What follows belongs to an exercise in optimizing a design on an open flow for small area, a short achievable clock period and few clock cycles per item; a production flow would make more cautious choices.
In this exercise RTL edits were held to simulation tests only and were not proved equivalent to the original.
Power figures rest on the tool's default switching activity, not on a simulated workload.

==> flow/design.v (excerpt) <==
module riscv_multicycle #(
  parameter int unsigned  N        = 32,
  parameter logic [N-1:0] RESET_PC = '0
) (
  input  logic                clk,
  input  logic                rst,
  output logic                mem_req,
  output logic                mem_we,
  output logic [N-1:0]        mem_addr,
  output logic [N-1:0]        mem_wdata,
  input  logic [N-1:0]        mem_rdata,
  input  logic                mem_ready,
  output logic                retire,
  output logic                trap,
  output logic [N-1:0]        pc_out
);
Size in the first run: ~4500 cells after synthesis, ~1300 flip-flops, roughly 140 I/O pins, roughly 0.062 mm^2 of cells after synthesis.
clock: 9.0 ns
lec_check: 0
cap_margin: 20
cell_pad_in_sites_detail_placement: 1
core_margin: 2
core_utilization: 30
place_density: 0.4
setup_slack_margin: 4.5
slew_margin: 20
synth_hierarchical: 1
tns_end_percent: 2
run.sh (not shown) runs the stock make flow with config.mk's settings and CLKGATE_MAP_FILE= SYNTH_SCRIPT=/design/flow/synth_recipe.tcl, a recipe that flattens the netlist after the stock synthesis.
Testbench counts at the start, summed over its fixed seeds: cycles 90,854, retired 72,013.
Change:
- SETUP_SLACK_MARGIN: 4.5 -> 4.8
- TNS_END_PERCENT: 2 -> 10
What happened: Non-clock buffer count came out higher by 89. Clock power barely changes. Synthesized area does not change. Final cell count came out higher by 1.3%.
Change:
- CAP_MARGIN: 20 -> 10
- CELL_PAD_IN_SITES_DETAIL_PLACEMENT: 1 -> 0
- SETUP_SLACK_MARGIN: 4.8 -> 4.5
- SLEW_MARGIN: 20 -> 10
After rerunning: Sequential power is about the same; die area stays the same; setup slack gets worse by 140 ps; via count came out lower by 1.6%; power falls by about 1.2%.
Change:
- CAP_MARGIN: 10 -> 20
- CELL_PAD_IN_SITES_DETAIL_PLACEMENT: 0 -> 1
- SLEW_MARGIN: 10 -> 20
Effect: Setup slack degrades by 9.5 ps. Cell count hardly moves. Power rose slightly. Clock skew hardly moves.
Change:
- CORE_UTILIZATION: 30 -> 35
- PLACE_DENSITY: 0.4 -> 0.45
=> Core utilization goes up by 5.9 points. Non-clock buffer count goes down by 29. Clock-buffer cell count goes down by 3. Maximum frequency goes down slightly. Design area goes down slightly. Global-route usage goes up by 2.7 points. First-iteration DRC count goes up by a little under a tenth. Combinational power hardly moves. Clock power goes down slightly. Sequential share of layout area goes up by 0.22 points. Setup slack gets worse by 25 ps.

* * *

Another version of the RTL of riscv_multicycle (not shown whole).
Size in the first run: roughly 140 I/O pins.
clock: 9.0 ns
lec_check: 0
cap_margin: 20
cell_pad_in_sites_detail_placement: 1
core_margin: 2
core_utilization: 30
place_density: 0.4
setup_slack_margin: 4.55
slew_margin: 20
synth_hierarchical: 1
tns_end_percent: 10
The starting point finished clean.
Testbench counts at the start, summed over its fixed seeds: cycles 90,854, retired 72,013.
Then changed:
SETUP_SLACK_MARGIN = 4.75   (was 4.55)
Outcome: Cell area rose by 2.4%. Global-route usage rose by 0.59 points. Total power rose by 0.79%. Synthesized cell count is unchanged.
Then changed:
SETUP_SLACK_MARGIN = 4.8   (was 4.75)
Combinational power barely changes; clock power hardly moves; via count came out higher by 0.52%; global-route usage is about the same; synthesized area does not change.

* * *

RTL: one of the versions met above, not the one the previous note started from.
Size: roughly 4500 cells after synthesis, ~1300 flip-flops, about 140 I/O pins.
Settings: LEC_CHECK=0, CAP_MARGIN=20, CELL_PAD_IN_SITES_DETAIL_PLACEMENT=1, CORE_MARGIN=2, CORE_UTILIZATION=30, GPL_ROUTABILITY_DRIVEN=0, PLACE_DENSITY=0.4, SETUP_SLACK_MARGIN=4.5, SLEW_MARGIN=20, SYNTH_HIERARCHICAL=1, TNS_END_PERCENT=10; clock period 9.0 ns.
The starting point completed without violations.
Testbench counts at the start, summed over its fixed seeds: cycles 90,854, retired 72,013.
Then changed:
- GPL_ROUTABILITY_DRIVEN: 0 -> default
- SETUP_SLACK_MARGIN: 4.5 -> 4.65
Result:
- die area stays the same
- setup slack improves by 93 ps
- total power came out lower by 0.30%
- routed wire length barely changes
- synthesized area stays the same
- non-clock buffer count came out lower by 12
- synthesized cell count is unchanged
- global-route usage barely changes
- sequential cell count does not change
- design area came out lower by 0.58%
- first-iteration DRC count came out lower by 0.39%

## what the ideal ports hide
The flow's constraints put no driver on any port. The routed layouts listed below were extracted and timed again, unchanged, in two steps. Step 1, drivers: a clkbuf_16 drives clk and a buf_2 each remaining input, both assumed. Step 2 adds t to the input delays and takes it off the output delays; t is the mean of the earliest and latest rising clock arrival at the registers after step 1. Input paths then give back, and output paths get back, about the clock's delay inside the block. Three values: ideal ports, drivers, drivers and shift; two values: the first two.
run | t, ns | setup slack, ns | clock arrival spread, ns | worst slew at a driven data input, ns | pins driven straight from the clock port
the first run of note 1 | 0.887 | 4.351 / 4.334 / 3.530 | 0.035 / 0.035 | 0.10 | 1
the second run of note 1 | 0.897 | 4.490 / 4.486 / 3.658 | 0.035 / 0.035 | 0.10 | 1
the third run of note 1 | 0.889 | 4.351 / 4.364 / 3.524 | 0.036 / 0.036 | 0.11 | 1
the fourth run of note 1 | 0.885 | 4.342 / 4.389 / 3.517 | 0.035 / 0.035 | 0.10 | 1
the fifth run of note 1 | 0.893 | 4.317 / 4.335 / 3.478 | 0.032 / 0.032 | 0.17 | 1
the first run of note 2 | 0.885 | 4.320 / 4.355 / 3.470 | 0.037 / 0.037 | 0.08 | 1
the second run of note 2 | 0.883 | 4.431 / 4.465 / 3.583 | 0.035 / 0.035 | 0.07 | 1
the third run of note 2 | 0.886 | 4.458 / 4.493 / 3.607 | 0.036 / 0.036 | 0.07 | 1
the first run of note 3 | 0.884 | 4.370 / 4.367 / 3.551 | 0.035 / 0.036 | 0.11 | 1
the second run of note 3 | 0.888 | 4.462 / 4.443 / 3.604 | 0.035 / 0.034 | 0.10 | 1
After both steps setup and hold are still met in every run listed. The setup slack of the second run of note 3, which loses most, moves by -0.019 ns with the drivers and by -0.858 ns with both steps.
